Background: an optimization exercise with open tools, aiming at small area. Do not read the settings as production practice.
The RTL was checked by simulation tests, not by an equivalence proof against the original design.
Power figures rest on the tool's default switching activity, not on a simulated workload.

==> flow/design.v <==
module dda_move_engine #(
  parameter int          NUM_AXES     = 2,
  parameter int          BUFFER_DEPTH = 4,
  parameter int          DUR_WIDTH    = 64,
  parameter int          ACC_WIDTH    = 64,
  parameter int          DIV_WIDTH    = 24,
  parameter logic [63:0] THRESHOLD    = 64'h7fffffffffffff9b,
  parameter int          STEP_HOLD    = 8
) (
  input  logic                            clk,
  input  logic                            resetn,
  input  logic [DIV_WIDTH-1:0]            clock_divisor,
  input  logic                            wr_valid,
  output logic                            wr_ready,
  input  logic [DUR_WIDTH-1:0]            wr_duration,
  input  logic [NUM_AXES-1:0]             wr_dir,
  input  logic [NUM_AXES*ACC_WIDTH-1:0]   wr_increment,
  input  logic [NUM_AXES*ACC_WIDTH-1:0]   wr_incinc,
  input  logic                            abort,
  output logic [NUM_AXES-1:0]             step,
  output logic [NUM_AXES-1:0]             dir,
  output logic                            busy,
  output logic                            move_done,
  output logic [$clog2(BUFFER_DEPTH):0]   buffer_count
);
  localparam int PTR_W  = $clog2(BUFFER_DEPTH);
  localparam int CNT_W  = PTR_W + 1;
  localparam int HOLD_W = $clog2(STEP_HOLD);
  localparam int LO_W   = 16;                     
  localparam int BLK_W  = 16;                     
  localparam logic [ACC_WIDTH-1:0] CORR = {1'b1, {(ACC_WIDTH-1){1'b0}}} - THRESHOLD[ACC_WIDTH-1:0];
  function automatic logic [ACC_WIDTH-1:0] cia_add(input logic [ACC_WIDTH-1:0] x,
                                                   input logic [ACC_WIDTH-1:0] y,
                                                   input logic [LO_W-1:0]      z);
    logic rc, tt, cb, s0, u, v, vn;
    cb = 1'b0; rc = 1'b0; tt = 1'b1; v = 1'b0;
    for (int i = 0; i < ACC_WIDTH; i++) begin
      if (i >= LO_W && ((i - LO_W) % BLK_W) == 0) begin
        cb = (i == LO_W) ? rc : (rc | (cb & tt));
        rc = (i == LO_W) ? v : 1'b0;
        tt = 1'b1;
      end
      if (i < LO_W) begin
        u  = x[i] ^ y[i] ^ z[i];
        vn = (x[i] & y[i]) | (z[i] & (x[i] ^ y[i]));
        s0 = u ^ v ^ rc;
        rc = (u & v) | (rc & (u ^ v));
        v  = vn;
        cia_add[i] = s0;
      end else begin
        s0 = x[i] ^ y[i] ^ rc;
        rc = (x[i] & y[i]) | (rc & (x[i] ^ y[i]));
        cia_add[i] = s0 ^ (cb & tt);
        tt = tt & s0;
      end
    end
  endfunction
  logic ld, run;
  logic [DUR_WIDTH-1:0]          mem_dur    [BUFFER_DEPTH];
  logic [NUM_AXES-1:0]           mem_dir    [BUFFER_DEPTH];
  logic [NUM_AXES*ACC_WIDTH-1:0] mem_inc    [BUFFER_DEPTH];
  logic [NUM_AXES*ACC_WIDTH-1:0] mem_incinc [BUFFER_DEPTH];
  logic [PTR_W-1:0]              rd_ptr, wr_ptr;
  logic [DUR_WIDTH-1:0]          tickdown;
  logic [NUM_AXES*ACC_WIDTH-1:0] cur_incinc;
  logic [DIV_WIDTH-1:0]          div_r, clkcnt;
  logic [ACC_WIDTH-1:0]          inc_r   [NUM_AXES];    
  logic [HOLD_W-1:0]             hcnt    [NUM_AXES];    
  logic [ACC_WIDTH-1:0]          acc     [NUM_AXES];
  logic [NUM_AXES-1:0]           corr;
  logic [ACC_WIDTH-1:0]          acc_sum [NUM_AXES];
  logic [ACC_WIDTH-1:0]          csa_u   [NUM_AXES];
  logic [ACC_WIDTH-1:0]          csa_v   [NUM_AXES];
  logic [NUM_AXES-1:0]           pend, fire;
  logic                          push, pop, tick, last, upd, hold;
  logic [BUFFER_DEPTH-1:0]       rsel;
  logic [DUR_WIDTH-1:0]          rd_dur;
  logic [NUM_AXES-1:0]           rd_dir;
  logic [NUM_AXES*ACC_WIDTH-1:0] rd_inc, rd_incinc;
  assign wr_ready = !buffer_count[CNT_W-1] && !abort;
  assign push     = wr_valid && wr_ready;
  assign pop      = !ld && !run && (buffer_count != '0);
  assign tick     = run && ((clkcnt + DIV_WIDTH'(1)) == div_r);
  assign last     = tickdown == DUR_WIDTH'(1);
  assign busy     = ld || run;
  assign upd      = tick && !ld;
  assign hold     = !tick && !ld;
  always_comb begin
    for (int k = 0; k < BUFFER_DEPTH; k++) rsel[k] = ld && (rd_ptr == PTR_W'(k));
    rd_dur = '0; rd_dir = '0; rd_inc = '0; rd_incinc = '0;
    for (int k = 0; k < BUFFER_DEPTH; k++) begin
      rd_dur    = rd_dur    | ({DUR_WIDTH{rsel[k]}} & mem_dur[k]);
      rd_dir    = rd_dir    | ({NUM_AXES{rsel[k]}} & mem_dir[k]);
      rd_inc    = rd_inc    | ({(NUM_AXES*ACC_WIDTH){rsel[k]}} & mem_inc[k]);
      rd_incinc = rd_incinc | ({(NUM_AXES*ACC_WIDTH){rsel[k]}} & mem_incinc[k]);
    end
  end
  always_comb begin
    for (int a = 0; a < NUM_AXES; a++) begin
      csa_u[a]   = acc[a] ^ inc_r[a] ^ (corr[a] ? CORR : '0);
      csa_v[a]   = {(acc[a][ACC_WIDTH-2:0] & inc_r[a][ACC_WIDTH-2:0]) |
                    ((acc[a][ACC_WIDTH-2:0] ^ inc_r[a][ACC_WIDTH-2:0]) & (corr[a] ? CORR[ACC_WIDTH-2:0] : '0)), 1'b0};
      acc_sum[a] = cia_add(csa_u[a], csa_v[a], '0);
      fire[a]    = tick && !acc_sum[a][ACC_WIDTH-1] && (acc_sum[a] != '0);
    end
  end
  always_ff @(posedge clk) begin
    if (push) begin
      mem_dur[wr_ptr]    <= wr_duration;
      mem_dir[wr_ptr]    <= wr_dir;
      mem_inc[wr_ptr]    <= wr_increment;
      mem_incinc[wr_ptr] <= wr_incinc;
    end
  end
  always_ff @(posedge clk) begin
    clkcnt <= (ld || tick) ? '0 : clkcnt + 1'b1;
    if (ld) div_r <= (clock_divisor == '0) ? DIV_WIDTH'(1) : clock_divisor;
    cur_incinc <= rd_incinc | ({(NUM_AXES*ACC_WIDTH){!ld}} & cur_incinc);
    tickdown   <= rd_dur | ({DUR_WIDTH{upd}} & (tickdown - 1'b1)) | ({DUR_WIDTH{hold}} & tickdown);
    for (int a = 0; a < NUM_AXES; a++)
      inc_r[a] <= rd_inc[a*ACC_WIDTH +: ACC_WIDTH] |
                  ({ACC_WIDTH{upd}} & cia_add(inc_r[a], cur_incinc[a*ACC_WIDTH +: ACC_WIDTH], '0)) |
                  ({ACC_WIDTH{hold}} & inc_r[a]);
    for (int a = 0; a < NUM_AXES; a++) begin
      if (fire[a] && !(step[a] || pend[a])) hcnt[a] <= HOLD_W'(STEP_HOLD - 1);
      else if (!fire[a] && pend[a])         hcnt[a] <= HOLD_W'(STEP_HOLD - 1);
      else                                  hcnt[a] <= hcnt[a] - 1'b1;
    end
  end
  always_ff @(posedge clk or negedge resetn) begin
    if (!resetn) begin
      ld           <= 1'b0;
      run          <= 1'b0;
      rd_ptr       <= '0;
      wr_ptr       <= '0;
      buffer_count <= '0;
      move_done    <= 1'b0;
      dir          <= '0;
      step         <= '0;
      pend         <= '0;
      corr         <= '0;
      for (int a = 0; a < NUM_AXES; a++) acc[a] <= '0;
    end else if (abort) begin
      ld           <= 1'b0;
      run          <= 1'b0;
      rd_ptr       <= '0;
      wr_ptr       <= '0;
      buffer_count <= '0;
      move_done    <= 1'b0;
      step         <= '0;
      pend         <= '0;
      corr         <= '0;
      for (int a = 0; a < NUM_AXES; a++) acc[a] <= '0;
    end else begin
      if (push) wr_ptr <= wr_ptr + 1'b1;
      if (ld)   rd_ptr <= rd_ptr + 1'b1;
      if (push && !pop)      buffer_count <= buffer_count + 1'b1;
      else if (pop && !push) buffer_count <= buffer_count - 1'b1;
      for (int a = 0; a < NUM_AXES; a++) begin
        if (fire[a]) begin
          step[a] <= !(step[a] || pend[a]);
          pend[a] <= step[a] || pend[a];
        end else if (pend[a]) begin
          pend[a] <= 1'b0;
          step[a] <= 1'b1;
        end else if (step[a] && hcnt[a] == '0) begin
          step[a] <= 1'b0;
        end
      end
      ld        <= pop;
      move_done <= (ld && rd_dur == '0) || (tick && last);
      if (ld) begin
        dir <= rd_dir;
        run <= rd_dur != '0;
      end else if (tick && last) begin
        run <= 1'b0;
      end
      if (tick) begin
        corr <= fire;
        for (int a = 0; a < NUM_AXES; a++)
          acc[a] <= {acc_sum[a][ACC_WIDTH-1] ^ fire[a], acc_sum[a][ACC_WIDTH-2:0]};
      end
    end
  end
endmodule
export LEC_CHECK = 0
export CAP_MARGIN = 20
export CORE_MARGIN = 2
export CORE_UTILIZATION = 40
export CTS_BUF_LIST = sky130_fd_sc_hd__clkbuf_8
export CTS_CLUSTER_DIAMETER = 50
export CTS_CLUSTER_SIZE = 16
export SLEW_MARGIN = 20
create_clock -name core_clock -period 11.0 [get_ports {clk}]
run.sh (not shown) runs the stock make flow with config.mk's settings and CLKGATE_MAP_FILE= SYNTH_SCRIPT=/design/flow/synth_recipe.tcl, a recipe that flattens the netlist after the stock synthesis.
The baseline ran to the end with no violations.
Edit:
==> flow/flow/run.sh (new file) <==
#!/bin/bash
# Standard ORFS layout with two changes: the port buffers are the smallest
# buffer cell, and CTS uses clkbuf_8 leaf clusters without dummy loads.
set -euo pipefail
export BUFFER_PORTS_ARGS="-buffer_cell sky130_fd_sc_hd__buf_1"
export CTS_ARGS="-sink_clustering_enable -repair_clock_nets -dont_use_dummy_load -buf_list sky130_fd_sc_hd__clkbuf_8 -sink_clustering_size 16 -sink_clustering_max_diameter 50"
bash standard.sh > standard_flow.log 2>&1
==> flow/standard.sh (new file) <==
#!/bin/bash
# synth_recipe.tcl (not shown) runs the flow's synth.tcl, then flattens the netlist and writes it again
# the make line also repeats each setting of config.mk as NAME=value (left out here)
make -C /OpenROAD-flow-scripts/flow DESIGN_CONFIG=/design/flow/config.mk WORK_HOME=/design/flow/orfs CLKGATE_MAP_FILE= SYNTH_SCRIPT=/design/flow/synth_recipe.tcl "${@:-finish}"
--- a/flow/config.mk
+++ b/flow/config.mk
@@ -10,5 +10,2 @@
 export CORE_UTILIZATION = 40
-export CTS_BUF_LIST = sky130_fd_sc_hd__clkbuf_8
-export CTS_CLUSTER_DIAMETER = 50
-export CTS_CLUSTER_SIZE = 16
 export SLEW_MARGIN = 20
removed: flow/run.sh
The new run passed the timing, design-rule and antenna checks.
Power fell by 6.7%.
Synthesized cell count stays the same.
Design area drops by 4.6%.
Worst hold slack gets worse by 0.019 ns.
Edit:
--- a/flow/config.mk
+++ b/flow/config.mk
@@ -9,3 +9,3 @@
 export CORE_MARGIN = 2
-export CORE_UTILIZATION = 40
+export CORE_UTILIZATION = 60
 export SLEW_MARGIN = 20
Outcome: The new run produced a clean layout; total power drops by 1.3%; synthesized cell count does not change; cell area drops by about 1.6%; combinational power drops by about 1%; first-iteration DRC count climbs by about 7%.

-- afterwards: timing with drivers on the ports --
In the flow no input, the clock included, has a driving cell. The finished layouts below were timed again as built, in two steps. Step 1 sets driving cells, clkbuf_16 on the clock port and buf_2 on the other inputs (assumed; they add their load-dependent delay and slew). Step 2 times the ports against the registers' clock, not the clock port: input delays grow and output delays shrink by t, the midpoint of the rising clock arrivals with the driver on. a / b / c = no drivers / after step 1 / after step 2; a / b = the first two.
run | t (ns) | setup WS [ns] | worst hold slack (ns) | worst setup path at the end | worst slew at a driven data input, ns
the first run | 1.023 | 0.412 / 0.412 / 0.412 | 0.400 / 0.400 / 0.400 | register to register | 0.21
the second run | 0.985 | 0.408 / 0.408 / 0.408 | 0.381 / 0.381 / 0.381 | register to register | 0.19
the third run | 0.961 | 0.349 / 0.349 / 0.349 | 0.380 / 0.380 / 0.380 | register to register | 0.20
After both steps every run listed still meets setup and hold.
